Context: an optimization exercise on an open-source flow, tuned for small area, a short achievable clock period and few clock cycles per item. The choices shown serve that exercise and are no tape-out recipe. Function was checked by simulation only, so behaviour that the tests miss may differ from the original. No activity file was given, so power comes from the tool's default toggle rates.

## run 1
// differential_temp_fan_stepper_core
module differential_temp_fan_stepper_core
(
    input  wire logic        clk,
    input  wire logic        rst_n,
    input  wire logic        sensor_valid,
    output logic             sensor_ready,
    input  wire logic [15:0] sensor_sample_a,
    input  wire logic [15:0] sensor_sample_b,
    output logic             status_valid,
    input  wire logic        status_ready,
    output logic [2:0]       status_fan_level,
    output logic             status_level_changed,
    output logic             status_compared,
    output logic [14:0]      status_average_difference,
    output logic             status_relay_low_cap,
    output logic             status_relay_high_cap,
    output logic             status_main_relay,
    input  wire logic        cfg_valid,
    output logic             cfg_ready,
    input  wire logic [3:0]  cfg_index,
    input  wire logic [15:0] cfg_data
);
    logic [THRESH_W-1:0] thr_reg [4];
    logic                in_fire;
    logic                adv;           
    logic                shift;         
    logic                take_e;        
    logic                save;          
    logic                nrdy_reg;      
    logic                sh_pend_reg;   
    logic                pend_reg;      
    logic                skid_v_reg;
    logic [DSUM_W+3:0]   skid_reg;      
    logic                sh_pend_next;
    logic                pend_next;
    logic                skid_v_next;
    logic                w_neg;
    logic [DSUM_W-2:0]   w_y;
    logic [3:0]          w_rb;
    logic                e_v_reg;
    logic [DSUM_W+3:0]   e_in;          
    logic [2:0]          e_r8;          
    logic [DSUM_W+6:0]   e_reg;
    logic                e_neg;
    logic [3:0]          e_rb;
    logic [DSUM_W-2:0]   y;
    logic [SAMPLE_W-1:0] quot;
    logic                inc;
    logic                q_v_reg;
    logic [SAMPLE_W-1:0] q_reg;
    logic                q_inc_reg;
    logic [SAMPLE_W-1:0] diff;
    logic [3:0]          gt;
    logic [LEVEL_W-1:0]  new_level;
    logic [1:0]          cap_next;
    logic [HOLD_W-1:0]   hold_step;
    logic                cmp;
    logic                chg;
    logic [HOLD_W-1:0]   hold_reg;
    logic [LEVEL_W-1:0]  level_reg;
  ...
Settings: LEC_CHECK=0, ABC_AREA=1, CAP_MARGIN=20, CORE_MARGIN=2, CORE_UTILIZATION=40, CTS_CLUSTER_DIAMETER=135, CTS_CLUSTER_SIZE=26, SETUP_SLACK_MARGIN=5, SLEW_MARGIN=20, SYNTH_HIERARCHICAL=1; clock period 8.0 ns.
standard.sh (not shown) runs the stock make flow with config.mk's settings and CLKGATE_MAP_FILE= SYNTH_SCRIPT=/design/flow/synth_recipe.tcl, a recipe that flattens the netlist after the stock synthesis.
==> flow/flow/run.sh <==
#!/bin/bash
# Layout flow: the standard flow (standard.sh, synthesis to finish),
# unchanged except that buffer_ports builds the input and output port
# buffers from sky130_fd_sc_hd__buf_1 rather than the cell it picks itself.
# standard.sh's full output is kept in standard.log in this folder.
set -e
export BUFFER_PORTS_ARGS="-buffer_cell sky130_fd_sc_hd__buf_1"
bash standard.sh > standard.log 2>&1
Run 1: no failed stages, no open violations at the end
Testbench counts of run 1, summed over its fixed seeds: cycles 16,040, items 16,000.
Inputs modified between run 1 and run 2:
Settings: changing CTS_CLUSTER_SIZE from 26 to 22; removing SYNTH_HIERARCHICAL (formerly 1); changing CTS_CLUSTER_DIAMETER from 135 to 120.
diff --git a/flow/flow/run.sh b/flow/flow/run.sh
--- a/flow/flow/run.sh
+++ b/flow/flow/run.sh
@@ -4 +4 @@
-# buffers from sky130_fd_sc_hd__buf_1 rather than the cell it picks itself.
+# buffers from sky130_fd_sc_hd__buf_2 rather than the cell it picks itself.
@@ -7 +7 @@
-export BUFFER_PORTS_ARGS="-buffer_cell sky130_fd_sc_hd__buf_1"
+export BUFFER_PORTS_ARGS="-buffer_cell sky130_fd_sc_hd__buf_2"
--- outcome ---
- The met3 routed wirelength of run 2 falls short of that of run 1 by 110 um.
- Pre-CTS setup slack in run 2 is 0.13 ns below run 1.
- Of run 1 and run 2, the higher largest fanout on the critical path belongs to run 1.
- In summary, run 2 completed successfully, with a layout that passed the timing, design-rule and antenna checks.
- The setup slack of run 2 is smaller than that of run 1.
- The sequential share of the synthesized area number comes out lower for run 1 vs run 2.
- Of run 1 and run 2, run 2 shows the higher sequential share of layout area, with run 1 below it.
- Compared with run 1, run 2 shows a lower cell area after layout.
- Of run 1 and run 2, the run reporting the lower setup fix buffers added after clock tree synthesis was run 1.
- The routed length per placed instance in run 2 was lower than what run 1 gave.
- Between run 1 and run 2, fraction of synthesized cell area in xor and xnor cells is higher for run 2, run 1 comes in under that.
#### Input delta (run 3 over run 2)
Settings: SYNTH_HIERARCHICAL newly set to 1.
Notes after the runs:
Run 3 vs run 2 on final worst-path cycle share: run 3 is the lower one. On run 3: hold slack is 0.0033 ns lower than what run 2 gave. Diff run 2 and run 3: simple logic cell fraction of the synthesized area lower in run 2. Compared with run 2, run 3 shows setup fix buffers added after clock tree synthesis lower by 9. Start point of the critical path: sensor_sample_b[0] -> run 2, cfg_index[3] -> run 3.
Relative to run 3, the following input files were edited for run 4:
Settings: CTS_CLUSTER_DIAMETER: 120 -> 100; CTS_CLUSTER_SIZE: 22 -> 18.
- Run 4 ends up with lower path depth of the worst reg2reg path than run 3 does.
- When run 4 is measured against run 3, its worst hold slack turns out 0.010 ns lower.
- Between run 3 and run 4, the wire length does not differ in any meaningful way.
- Comparing run 4 and run 3, the higher clock-buffer cell count was measured on run 4.
- CTS buffer count (run 4 vs. run 3) increases by more than 10%
- The worst setup slack after layout in run 4 sits 0.0033 ns below the value recorded for run 3.
- Summary of run 4 over run 3: minimum clock period has increased; design area has increased.

differential_temp_fan_stepper_core, a different RTL version from the one above (not shown whole).
For scale: about 2200 cells after synthesis, ~400 flip-flops, roughly 21000 um2 of cells after synthesis.
// differential_temp_fan_stepper_core
module differential_temp_fan_stepper_core
(
    input  wire logic        clk,
    input  wire logic        rst_n,
    input  wire logic        sensor_valid,
    output logic             sensor_ready,
    input  wire logic [15:0] sensor_sample_a,
    input  wire logic [15:0] sensor_sample_b,
    output logic             status_valid,
    input  wire logic        status_ready,
    output logic [2:0]       status_fan_level,
    output logic             status_level_changed,
    output logic             status_compared,
    output logic [14:0]      status_average_difference,
    output logic             status_relay_low_cap,
    output logic             status_relay_high_cap,
    output logic             status_main_relay,
    input  wire logic        cfg_valid,
    output logic             cfg_ready,
    input  wire logic [3:0]  cfg_index,
    input  wire logic [15:0] cfg_data
);
Settings: LEC_CHECK=0, ABC_AREA=1, CAP_MARGIN=20, CORE_MARGIN=2, CORE_UTILIZATION=40, CTS_CLUSTER_DIAMETER=120, CTS_CLUSTER_SIZE=22, SETUP_SLACK_MARGIN=4.5, SLEW_MARGIN=20; clock period 8.0 ns.
run.sh (not shown) runs the stock make flow with config.mk's settings and CLKGATE_MAP_FILE= SYNTH_SCRIPT=/design/flow/synth_recipe.tcl, a recipe that flattens the netlist after the stock synthesis.
Stock flow here: none of the scripts above is used.
Testbench counts at the start, summed over its fixed seeds: cycles 16,040, items 16,000.
Then changed:
SETUP_SLACK_MARGIN = 4   (was 4.5)
SYNTH_HIERARCHICAL = 1   (was default)
Outcome: Power rose by a few percent; worst setup slack degrades by 0.22 ns; sequential share of layout area fell by 2.7 points; non-clock buffer count fell by 8; wire length rose by roughly a tenth; final area rose by a few percent; area after synthesis rose by a little under a tenth; combinational power rose by roughly a tenth; via count rose by roughly a tenth; global-route usage rose by 0.75 points.
Then changed:
SETUP_SLACK_MARGIN = 5   (was 4)
Result: The changed run passed the timing, design-rule and antenna checks. Power rises slightly. Non-clock buffer count is higher by 13. Core utilization climbs by 0.92 points. Routed wire length climbs slightly. Critical path depth decreases by 2.
Then changed:
ABC_AREA = default   (was 1)
SETUP_SLACK_MARGIN = 4   (was 5)
Outcome: The new run produced a clean layout. Area after synthesis rises by 2.9%. Worst setup slack gets worse by 0.94 ns. Sequential power falls by about 1%. Synthesized cell count falls by 18%. Clock power stays flat. Non-clock buffer count rises by 51. Hold slack gets better by 0.0041 ns. Global-route usage rises by 0.28 points. Wire length rises by 8.2%. First-iteration DRC count rises by 17%.
Then changed:
CTS_CLUSTER_DIAMETER = default   (was 120)
CTS_CLUSTER_SIZE = default   (was 22)
Count of clock-buffer cells in the layout came out higher by 14.
Non-clock buffer count fell by 2.
Combinational power barely changes.
Clock power climbs by 73%.
Fmax stays flat.
Via count climbs by 1.3%.
Wire length increases by about 1.2%.

## separate check: timing with driven ports
The flow's constraints put no driver on any port. The routed layouts listed below were extracted and timed again, unchanged, in two steps. Step 1: set_driving_cell puts a clkbuf_16 on clk and a buf_2 on each other input, an assumption about the parent block. Step 2 adds t to the input delays and takes it off the output delays; t is the mean of the earliest and latest rising clock arrival at the registers after step 1. Input paths then give back, and output paths get back, about the clock's delay inside the block. Three values: no drivers, after step 1, after step 2; two values: the first two.
| run | shift t [ns] | slack for setup (ns) | worst setup path at the end | clock arrival spread, ns |
|---|---|---|---|---|
| run 1 | 0.603 | 5.105 / 5.140 / 4.537 | input to register | 0.027 / 0.027 |
| run 2 | 0.609 | 4.985 / 4.972 / 4.362 | input to register | 0.024 / 0.025 |
| run 3 | 0.601 | 5.116 / 5.141 / 4.540 | input to register | 0.021 / 0.021 |
| run 4 | 0.623 | 5.112 / 5.140 / 4.517 | input to register | 0.030 / 0.030 |
| the first run of note 2 | 0.595 | 4.546 / 4.573 / 3.978 | input to register | 0.017 / 0.016 |
| the second run of note 2 | 0.595 | 4.329 / 4.358 / 3.764 | input to register | 0.026 / 0.027 |
| the third run of note 2 | 0.607 | 5.034 / 5.012 / 4.455 | input to register | 0.015 / 0.015 |
| the fourth run of note 2 | 0.615 | 4.098 / 4.119 / 3.514 | input to register | 0.030 / 0.030 |
| the fifth run of note 2 | 0.641 | 4.096 / 4.126 / 3.485 | input to register | 0.047 / 0.047 |
After both steps every run listed still meets setup and hold. For run 2, which loses most, drivers alone change the setup slack by -0.013 ns; drivers and shift together by -0.623 ns.
